From an optimization exercise on the open Yosys and OpenROAD flow, aimed at small area, a short achievable clock period and few clock cycles per item; shortcuts taken in it are not production practice.
Where RTL was checked, it was by simulation tests only, not by an equivalence proof against the original.
Power and IR drop assume default switching activity.

==> job 2377: inputs <==
// des_top
module des_top (
  input  logic        clk,
  input  logic        rst,
  input  logic        wb_cyc_i,
  input  logic        wb_stb_i,
  input  logic        wb_we_i,
  input  logic [2:0]  wb_adr_i,
  input  logic [31:0] wb_dat_i,
  output logic        wb_ack_o,
  output logic [31:0] wb_dat_o
);
  des_bus_pkg::wb_req_t wb_req;
  des_bus_pkg::wb_rsp_t wb_rsp;
  des_tables_pkg::des_job_t job;
  des_tables_pkg::block_t   result;
  logic     start;
  logic     start_nx;
  logic     decrypt_nx;
  logic     running;
  logic     valid;
  logic     busy;
  logic     done;
  assign wb_req   = {wb_cyc_i, wb_stb_i, wb_we_i, wb_adr_i, wb_dat_i};
  assign wb_ack_o = wb_rsp.ack;
  assign wb_dat_o = wb_rsp.dat;
  des_wb_regs wb_regs_inst (
    .clk         (clk),
    .rst         (rst),
    .wb_req      (wb_req),
    .wb_rsp      (wb_rsp),
    .start       (start),
    .start_nx    (start_nx),
    .decrypt_nx  (decrypt_nx),
    .job         (job),
    .result      (result),
    .valid       (valid),
    .running     (running),
    .busy        (busy),
    .done        (done)
  );
  des_engine engine_inst (
    .clk     (clk),
    .rst     (rst),
    .start   (start),
    .start_nx   (start_nx),
    .decrypt_nx (decrypt_nx),
    .job     (job),
    .result  (result),
    .valid   (valid),
    .running (running),
    .busy    (busy),
    .done    (done)
  );
endmodule
==> module des_engine, before the edit <==
module des_engine (
  input  logic                     clk,
  input  logic                     rst,
  input  logic                     start,
  input  logic                     start_nx,
  input  logic                     decrypt_nx,
  input  des_tables_pkg::des_job_t job,
  output des_tables_pkg::block_t   result,
  output logic                     valid,
  output logic                     running,
  output logic                     busy,
  output logic                     done
);
  logic        run_q;
  logic        done_q;
  logic        valid_q;
  logic [3:0]  cnt_q;
  des_tables_pkg::half_t   l_q;
  des_tables_pkg::half_t   r_cur;    
  des_tables_pkg::subkey_t subkey;
  des_tables_pkg::subkey_t x_key;
  des_tables_pkg::subkey_t e_mix;
  des_tables_pkg::half_t   f_val;
  des_tables_pkg::half_t   r_base;
  des_tables_pkg::half_t   l_nx;
  des_tables_pkg::subkey_t subkey_nx;
  des_tables_pkg::subkey_t x_q;
  des_tables_pkg::subkey_t x_nx;
  des_tables_pkg::subkey_t e_base;
  des_tables_pkg::subkey_t e_f;
  des_tables_pkg::half_t   f_gated;
  des_tables_pkg::block_t  ip_out;
  des_tables_pkg::block_t  preout;
  des_tables_pkg::block_t  fp_out;
  logic        near_end;
  logic        run_nx;
  logic [3:0]  cnt_nx;
  logic        one_nx;
  logic        idle_nx;
  logic        left_nx;
  logic        by1_nx;
  logic [4:0]  ksel_q;
  assign running  = run_q;
  assign near_end = (cnt_q[3:1] == 3'b111);
  assign busy     = run_q && !near_end;
  assign done     = done_q || (run_q && near_end);
  assign cnt_nx  = start ? 4'd0 : (run_q ? cnt_q + 4'd1 : cnt_q);
  assign run_nx  = !rst && (start || (run_q && cnt_q != 4'd15));
  assign one_nx  = (cnt_nx == 4'd0) || (cnt_nx == 4'd7) || (cnt_nx == 4'd14);
  assign idle_nx = !run_nx && !start_nx;
  assign left_nx = start_nx || !decrypt_nx;
  assign by1_nx  = start_nx ? decrypt_nx : one_nx;
  always_ff @(posedge clk) begin
    ksel_q <= {idle_nx,
               !idle_nx && left_nx && by1_nx,
               !idle_nx && left_nx && !by1_nx,
               !idle_nx && !left_nx && by1_nx,
               !idle_nx && !left_nx && !by1_nx};
  end
  des_key_sched key_sched_inst (
    .clk     (clk),
    .sel     (ksel_q),
    .key     (job.key),
    .subkey    (subkey),
    .subkey_nx (subkey_nx)
  );
  des_round_f round_f_inst (
    .mixed  (x_q),
    .f_out  (f_val)
  );
  assign preout = {r_cur, l_q};
  always_comb begin
    for (int j = 0; j < 64; j++) begin
      ip_out[63 - j] = job.block[64 - int'(des_tables_pkg::IP_TABLE[(63 - j) * 7 +: 7])];
      fp_out[63 - j] = preout[64 - int'(des_tables_pkg::FP_TABLE[(63 - j) * 7 +: 7])];
    end
  end
  assign result = fp_out;
  assign valid  = valid_q;
  assign r_base = start ? ip_out[31:0] : (run_q ? l_q : r_cur);
  assign l_nx   = start ? ip_out[63:32] : (run_q ? r_cur : l_q);
  assign f_gated = f_val & {32{run_q}};
  assign x_key = x_q ^ subkey;
  always_comb begin
    r_cur = '0;
    for (int j = 0; j < 48; j++) r_cur[32 - int'(des_tables_pkg::E_TABLE[(47 - j) * 6 +: 6])] = x_key[47 - j];
  end
  always_comb begin
    for (int j = 0; j < 48; j++) begin
      e_base[47 - j] = r_base[32 - int'(des_tables_pkg::E_TABLE[(47 - j) * 6 +: 6])];
      e_f[47 - j]    = f_gated[32 - int'(des_tables_pkg::E_TABLE[(47 - j) * 6 +: 6])];
    end
  end
  assign e_mix = e_base ^ subkey_nx;
  assign x_nx  = e_mix ^ e_f;
  always_ff @(posedge clk) begin
    l_q <= l_nx;
    x_q <= x_nx;
  end
  always_ff @(posedge clk) cnt_q <= cnt_nx;
  always_ff @(posedge clk) begin
    if (rst) begin
      run_q   <= 1'b0;
      done_q  <= 1'b0;
      valid_q <= 1'b0;
    end else if (start) begin
      run_q   <= 1'b1;
      done_q  <= 1'b0;
      valid_q <= 1'b1;
    end else if (run_q && cnt_q == 4'd15) begin
      run_q   <= 1'b0;
      done_q  <= 1'b1;
    end
  end
endmodule
Settings: LEC_CHECK=0, CAP_MARGIN=20, CORE_MARGIN=2, CORE_UTILIZATION=40, SETUP_SLACK_MARGIN=4.0, SLEW_MARGIN=20; clock period 6.5 ns.
standard.sh (not shown) runs the stock make flow with config.mk's settings and CLKGATE_MAP_FILE= SYNTH_SCRIPT=/design/flow/synth_recipe.tcl, a recipe that flattens the netlist after the stock synthesis.
==> flow/flow/run.sh <==
#!/bin/bash
# Standard layout, with plain buffers on the ports instead of the delay cells
# buffer_ports picks by default.
set -euo pipefail
export BUFFER_PORTS_ARGS="-buffer_cell sky130_fd_sc_hd__buf_2"
bash standard.sh finish > make_finish.log 2>&1
==> inputs of job 8551, as changes to job 2377 <==
--- a/flow/design.v
+++ b/flow/design.v
@@ -1369,13 +1369,17 @@
     for (int j = 0; j < 48; j++) begin
       e_base[47 - j] = r_base[32 - int'(des_tables_pkg::E_TABLE[(47 - j) * 6 +: 6])];
       e_f[47 - j]    = f_gated[32 - int'(des_tables_pkg::E_TABLE[(47 - j) * 6 +: 6])];
     end
   end
   assign e_mix = e_base ^ subkey_nx;
-  assign x_nx  = e_mix ^ e_f;
+  des_xmix xmix_inst (
+    .early (e_mix),
+    .late  (e_f),
+    .mixed (x_nx)
+  );
   always_ff @(posedge clk) begin
     l_q <= l_nx;
     x_q <= x_nx;
   end
   always_ff @(posedge clk) cnt_q <= cnt_nx;
   always_ff @(posedge clk) begin
@@ -1390,12 +1394,19 @@
     end else if (run_q && cnt_q == 4'd15) begin
       run_q   <= 1'b0;
       done_q  <= 1'b1;
     end
   end
 endmodule
+module des_xmix (
+  input  des_tables_pkg::subkey_t early,
+  input  des_tables_pkg::subkey_t late,
+  output des_tables_pkg::subkey_t mixed
+);
+  assign mixed = early ^ late;
+endmodule
 `timescale 1ns/10ps
 module des_wb_regs (
   input  logic                     clk,
   input  logic                     rst,
   input  des_bus_pkg::wb_req_t     wb_req,
   output des_bus_pkg::wb_rsp_t     wb_rsp,
==> flow/flow/run.sh (replaced) <==
#!/bin/bash
# Standard layout, with two changes: plain buffers on the ports instead of the
# delay cells buffer_ports picks by default, and the module holding the last
# xor of the round kept apart while Yosys and ABC map the logic, so the late
# S-box outputs meet one xor gate. synth_recipe.tcl flattens it afterwards.
set -euo pipefail
export BUFFER_PORTS_ARGS="-buffer_cell sky130_fd_sc_hd__buf_2"
export SYNTH_KEEP_MODULES="des_xmix"
bash standard.sh finish > make_finish.log 2>&1
==> flow/config.mk (replaced) <==
export PLATFORM = sky130hd
export DESIGN_NAME = des_top
export DESIGN_NICKNAME = des_top
export VERILOG_FILES = /design/flow/design.v
export SDC_FILE = /design/flow/constraint.sdc
export NUM_CORES = 4
export LEC_CHECK = 0
export CAP_MARGIN = 20
export CORE_MARGIN = 2
export CORE_UTILIZATION = 50
export CTS_CLUSTER_DIAMETER = 80
export CTS_CLUSTER_SIZE = 20
export SETUP_SLACK_MARGIN = 4.2
export SLEW_MARGIN = 20
==> inputs of job 6093, as changes to job 2377 <==
--- a/flow/design.v
+++ b/flow/design.v
@@ -129,29 +129,38 @@
   localparam int STAT_BUSY = 0;
   localparam int STAT_DONE = 1;
 endpackage
 `timescale 1ns/10ps
 module des_key_sched (
   input  logic                    clk,
-  input  logic [4:0]              sel,
+  input  logic                    idle,
+  input  logic                    first,
   input  des_tables_pkg::block_t  key,
-  output des_tables_pkg::subkey_t subkey,
-  output des_tables_pkg::subkey_t subkey_nx
+  input  logic                    decrypt,
+  input  logic                    one,
+  output des_tables_pkg::subkey_t subkey
 );
   des_tables_pkg::cd_t c_q;
   des_tables_pkg::cd_t d_q;
   des_tables_pkg::cd_t c_nx;
   des_tables_pkg::cd_t d_nx;
   logic [55:0] pc1_out;
   logic [55:0] cd;
-  logic [55:0] cd_q;
   always_comb begin
     for (int j = 0; j < 56; j++) pc1_out[55 - j] = key[64 - int'(des_tables_pkg::PC1_TABLE[(55 - j) * 7 +: 7])];
   end
+  logic left;
+  logic by1;
   logic s_ld, s_l1, s_l2, s_r1, s_r2;
-  assign {s_ld, s_l1, s_l2, s_r1, s_r2} = sel;
+  assign left = first || !decrypt;
+  assign by1  = first ? decrypt : one;
+  assign s_ld = idle;
+  assign s_l1 = !idle && left && by1;
+  assign s_l2 = !idle && left && !by1;
+  assign s_r1 = !idle && !left && by1;
+  assign s_r2 = !idle && !left && !by1;
   assign c_nx = ({28{s_ld}} & {pc1_out[28], pc1_out[55:29]}) |
                 ({28{s_l1}} & {c_q[26:0], c_q[27]}) |
                 ({28{s_l2}} & {c_q[25:0], c_q[27:26]}) |
                 ({28{s_r1}} & {c_q[0], c_q[27:1]}) |
                 ({28{s_r2}} & {c_q[1:0], c_q[27:2]});
   assign d_nx = ({28{s_ld}} & {pc1_out[0], pc1_out[27:1]}) |
@@ -160,27 +169,30 @@
                 ({28{s_r1}} & {d_q[0], d_q[27:1]}) |
                 ({28{s_r2}} & {d_q[1:0], d_q[27:2]});
   always_ff @(posedge clk) begin
     c_q <= c_nx;
     d_q <= d_nx;
   end
-  assign cd   = {c_nx, d_nx};
-  assign cd_q = {c_q, d_q};
+  assign cd = {c_q, d_q};
   always_comb begin
-    for (int j = 0; j < 48; j++) begin
-      subkey_nx[47 - j] = cd[56 - int'(des_tables_pkg::PC2_TABLE[(47 - j) * 6 +: 6])];
-      subkey[47 - j]    = cd_q[56 - int'(des_tables_pkg::PC2_TABLE[(47 - j) * 6 +: 6])];
-    end
+    for (int j = 0; j < 48; j++) subkey[47 - j] = cd[56 - int'(des_tables_pkg::PC2_TABLE[(47 - j) * 6 +: 6])];
   end
 endmodule
 `timescale 1ns/10ps
 module des_round_f (
-  input  des_tables_pkg::subkey_t mixed,
+  input  des_tables_pkg::half_t   r,
+  input  des_tables_pkg::subkey_t subkey,
   output des_tables_pkg::half_t   f_out
 );
+  des_tables_pkg::subkey_t  expanded;
+  des_tables_pkg::subkey_t  mixed;
   des_tables_pkg::half_t    s_out;
+  always_comb begin
+    for (int j = 0; j < 48; j++) expanded[47 - j] = r[32 - int'(des_tables_pkg::E_TABLE[(47 - j) * 6 +: 6])];
+  end
+  assign mixed = expanded ^ subkey;
   des_sbox1 sbox1_inst (
     .x0(mixed[47]), .x1(mixed[46]), .x2(mixed[45]), .x3(mixed[44]), .x4(mixed[43]), .x5(mixed[42]),
     .z0(s_out[31]), .z1(s_out[30]), .z2(s_out[29]), .z3(s_out[28])
   );
   des_sbox2 sbox2_inst (
     .x0(mixed[41]), .x1(mixed[40]), .x2(mixed[39]), .x3(mixed[38]), .x4(mixed[37]), .x5(mixed[36]),
@@ -1279,108 +1291,75 @@
 endmodule
 `timescale 1ns/10ps
 module des_engine (
   input  logic                     clk,
   input  logic                     rst,
   input  logic                     start,
-  input  logic                     start_nx,
-  input  logic                     decrypt_nx,
+  input  logic                     decrypt,
   input  des_tables_pkg::des_job_t job,
   output des_tables_pkg::block_t   result,
   output logic                     valid,
   output logic                     running,
   output logic                     busy,
   output logic                     done
 );
   logic        run_q;
   logic        done_q;
   logic        valid_q;
   logic [3:0]  cnt_q;
   des_tables_pkg::half_t   l_q;
-  des_tables_pkg::half_t   r_cur;    
-  des_tables_pkg::subkey_t subkey;
-  des_tables_pkg::subkey_t x_key;
-  des_tables_pkg::subkey_t e_mix;
+  des_tables_pkg::half_t   r_q;
   des_tables_pkg::half_t   f_val;
   des_tables_pkg::half_t   r_base;
   des_tables_pkg::half_t   l_nx;
-  des_tables_pkg::subkey_t subkey_nx;
-  des_tables_pkg::subkey_t x_q;
-  des_tables_pkg::subkey_t x_nx;
-  des_tables_pkg::subkey_t e_base;
-  des_tables_pkg::subkey_t e_f;
-  des_tables_pkg::half_t   f_gated;
+  des_tables_pkg::half_t   r_nx;
+  des_tables_pkg::subkey_t subkey;
   des_tables_pkg::block_t  ip_out;
   des_tables_pkg::block_t  preout;
   des_tables_pkg::block_t  fp_out;
   logic        near_end;
-  logic        run_nx;
-  logic [3:0]  cnt_nx;
-  logic        one_nx;
-  logic        idle_nx;
-  logic        left_nx;
-  logic        by1_nx;
-  logic [4:0]  ksel_q;
+  logic        one;
   assign running  = run_q;
   assign near_end = (cnt_q[3:1] == 3'b111);
   assign busy     = run_q && !near_end;
   assign done     = done_q || (run_q && near_end);
-  assign cnt_nx  = start ? 4'd0 : (run_q ? cnt_q + 4'd1 : cnt_q);
-  assign run_nx  = !rst && (start || (run_q && cnt_q != 4'd15));
-  assign one_nx  = (cnt_nx == 4'd0) || (cnt_nx == 4'd7) || (cnt_nx == 4'd14);
-  assign idle_nx = !run_nx && !start_nx;
-  assign left_nx = start_nx || !decrypt_nx;
-  assign by1_nx  = start_nx ? decrypt_nx : one_nx;
-  always_ff @(posedge clk) begin
-    ksel_q <= {idle_nx,
-               !idle_nx && left_nx && by1_nx,
-               !idle_nx && left_nx && !by1_nx,
-               !idle_nx && !left_nx && by1_nx,
-               !idle_nx && !left_nx && !by1_nx};
-  end
+  assign one      = (cnt_q == 4'd0) || (cnt_q == 4'd7) || (cnt_q == 4'd14);
   des_key_sched key_sched_inst (
     .clk     (clk),
-    .sel     (ksel_q),
+    .idle    (!run_q && !start),
+    .first   (start),
     .key     (job.key),
-    .subkey    (subkey),
-    .subkey_nx (subkey_nx)
+    .decrypt (decrypt),
+    .one     (one),
+    .subkey  (subkey)
   );
   des_round_f round_f_inst (
-    .mixed  (x_q),
+    .r      (r_q),
+    .subkey (subkey),
     .f_out  (f_val)
   );
-  assign preout = {r_cur, l_q};
+  assign preout = {r_q, l_q};
   always_comb begin
     for (int j = 0; j < 64; j++) begin
       ip_out[63 - j] = job.block[64 - int'(des_tables_pkg::IP_TABLE[(63 - j) * 7 +: 7])];
       fp_out[63 - j] = preout[64 - int'(des_tables_pkg::FP_TABLE[(63 - j) * 7 +: 7])];
     end
   end
   assign result = fp_out;
   assign valid  = valid_q;
-  assign r_base = start ? ip_out[31:0] : (run_q ? l_q : r_cur);
-  assign l_nx   = start ? ip_out[63:32] : (run_q ? r_cur : l_q);
-  assign f_gated = f_val & {32{run_q}};
-  assign x_key = x_q ^ subkey;
-  always_comb begin
-    r_cur = '0;
-    for (int j = 0; j < 48; j++) r_cur[32 - int'(des_tables_pkg::E_TABLE[(47 - j) * 6 +: 6])] = x_key[47 - j];
-  end
-  always_comb begin
-    for (int j = 0; j < 48; j++) begin
-      e_base[47 - j] = r_base[32 - int'(des_tables_pkg::E_TABLE[(47 - j) * 6 +: 6])];
-      e_f[47 - j]    = f_gated[32 - int'(des_tables_pkg::E_TABLE[(47 - j) * 6 +: 6])];
-    end
-  end
-  assign e_mix = e_base ^ subkey_nx;
-  assign x_nx  = e_mix ^ e_f;
+  assign r_base = start ? ip_out[31:0] : (run_q ? l_q : r_q);
+  assign l_nx   = start ? ip_out[63:32] : (run_q ? r_q : l_q);
+  assign r_nx   = r_base ^ (f_val & {32{run_q}});
   always_ff @(posedge clk) begin
     l_q <= l_nx;
-    x_q <= x_nx;
+    r_q <= r_nx;
+  end
+  always_ff @(posedge clk) begin
+    if (start) cnt_q <= '0;
+    else if (run_q) cnt_q <= cnt_q + 4'd1;
   end
-  always_ff @(posedge clk) cnt_q <= cnt_nx;
   always_ff @(posedge clk) begin
     if (rst) begin
       run_q   <= 1'b0;
       done_q  <= 1'b0;
       valid_q <= 1'b0;
     end else if (start) begin
@@ -1397,14 +1376,13 @@
 module des_wb_regs (
   input  logic                     clk,
   input  logic                     rst,
   input  des_bus_pkg::wb_req_t     wb_req,
   output des_bus_pkg::wb_rsp_t     wb_rsp,
   output logic                     start,
-  output logic                     start_nx,
-  output logic                     decrypt_nx,
+  output logic                     job_decrypt,
   output des_tables_pkg::des_job_t job,
   input  des_tables_pkg::block_t   result,
   input  logic                     valid,
   input  logic                     running,
   input  logic                     busy,
   input  logic                     done
@@ -1441,16 +1419,15 @@
                                          (sel[des_bus_pkg::ADR_CTRL] && decrypt_q) |
                                          (sel[des_bus_pkg::ADR_STATUS] && done);
     rd_word[des_bus_pkg::STAT_BUSY] = rd_word[des_bus_pkg::STAT_BUSY] |
                                       (sel[des_bus_pkg::ADR_STATUS] && busy);
   end
   always_ff @(posedge clk) dat_q <= rd_word;
-  logic job_decrypt;
-  assign decrypt_nx = accept ? wb_req.dat[des_bus_pkg::CTRL_DECRYPT] : job_decrypt;
-  assign start_nx   = accept && !rst;
-  always_ff @(posedge clk) job_decrypt <= decrypt_nx;
+  always_ff @(posedge clk) begin
+    if (accept) job_decrypt <= wb_req.dat[des_bus_pkg::CTRL_DECRYPT];
+  end
   assign wdat = rst ? '0 : wb_req.dat;
   always_comb begin
     for (int a = 0; a < 8; a++) wsel[a] = rst || (wr && sel[a]);
   end
   always_ff @(posedge clk) begin
     if (wsel[des_bus_pkg::ADR_KEY_HI])  key_hi  <= wdat;
@@ -1488,14 +1465,13 @@
 );
   des_bus_pkg::wb_req_t wb_req;
   des_bus_pkg::wb_rsp_t wb_rsp;
   des_tables_pkg::des_job_t job;
   des_tables_pkg::block_t   result;
   logic     start;
-  logic     start_nx;
-  logic     decrypt_nx;
+  logic     job_decrypt;
   logic     running;
   logic     valid;
   logic     busy;
   logic     done;
   assign wb_req   = {wb_cyc_i, wb_stb_i, wb_we_i, wb_adr_i, wb_dat_i};
   assign wb_ack_o = wb_rsp.ack;
@@ -1503,27 +1479,25 @@
   des_wb_regs wb_regs_inst (
     .clk         (clk),
     .rst         (rst),
     .wb_req      (wb_req),
     .wb_rsp      (wb_rsp),
     .start       (start),
-    .start_nx    (start_nx),
-    .decrypt_nx  (decrypt_nx),
+    .job_decrypt (job_decrypt),
     .job         (job),
     .result      (result),
     .valid       (valid),
     .running     (running),
     .busy        (busy),
     .done        (done)
   );
   des_engine engine_inst (
     .clk     (clk),
     .rst     (rst),
     .start   (start),
-    .start_nx   (start_nx),
-    .decrypt_nx (decrypt_nx),
+    .decrypt (job_decrypt),
     .job     (job),
     .result  (result),
     .valid   (valid),
     .running (running),
     .busy    (busy),
     .done    (done)
==> summary of the runs <==
- The highest first-iteration DRC count belongs to job 2377, the lowest to job 6093.
- Clock-buffer cell count: job 8551 is lower than job 2377 (11).
- Setup slack, lowest first: job 6093, job 2377, job 8551.
- The lowest sequential share of layout area belongs to job 6093, the highest to job 8551.
- Hold slack, highest first: job 6093, job 2377, job 8551.
==> figures <==
| item | job 6093 | job 2377 | job 8551 |
|---|---|---|---|
| Largest net degree at the start of global routing | 73 | 67 | 58 |
| Final instance area | 21400 um^2 | 20100 um^2 | 19400 um^2 |
| Latest clock arrival within the worst-skew pair | 0.55 ns | 0.56 ns | 0.52 ns |
| Outcome | timing/DRC/antenna clean | timing/DRC/antenna clean | timing/DRC/antenna clean |
| Post-synth design cell area | 17200 um^2 | 17400 um^2 | 17400 um^2 |
| Xor-xnor portion of the synthesized cell area | 6.66% | 6.46% | 7.26% |
| Clock slew at reported path FFs | 0.06 ns | 0.06 ns | 0.09 ns |
| Core area | 42100 um^2 | 43000 um^2 | 34400 um^2 |
| Highest cell delay on the worst timing path | 0.38 ns | 0.46 ns | 0.37 ns |
| Global-route layer with the greatest usage | met2 | met2 | met1 |
| Standby leakage power | 7.92 nW | 7.72 nW | 7.59 nW |
Testbench counts of job 8551, summed over its fixed seeds: cycles 8,512, items 384.
Testbench counts of job 6093, summed over its fixed seeds: cycles 8,512, items 384.
Only the layout flow was run in job 2377; the RTL was not checked for function there.

## static timing again, ports no longer ideal
The results above use ideal ports. As a check the final layouts listed here were re-extracted and re-timed, cells and wires unchanged. Step 1: set_driving_cell puts a clkbuf_16 on clk and a buf_2 on each other input, an assumption about the parent block. Step 2, shift: input delay + t, output delay - t, t = (earliest + latest rising clock arrival at the registers) / 2. This alone moves slack from input paths to output paths. Three values: no drivers, after step 1, after step 2; two values: the first two.
run | shift t [ns] | slack for setup (ns) | hold slack, ns | pins driven straight from the clock port
job 2377 | 0.610 | 4.007 / 4.007 / 3.487 | 0.430 / 0.430 / 0.430 | 1
job 8551 | 0.570 | 4.196 / 4.141 / 3.719 | 0.410 / 0.410 / 0.410 | 1
job 6093 | 0.593 | 3.967 / 3.967 / 3.490 | 0.445 / 0.445 / 0.445 | 1
After both steps every run listed still meets setup and hold. The setup slack of job 2377, which loses most, moves by 0.000 ns with the drivers and by -0.520 ns with both steps.
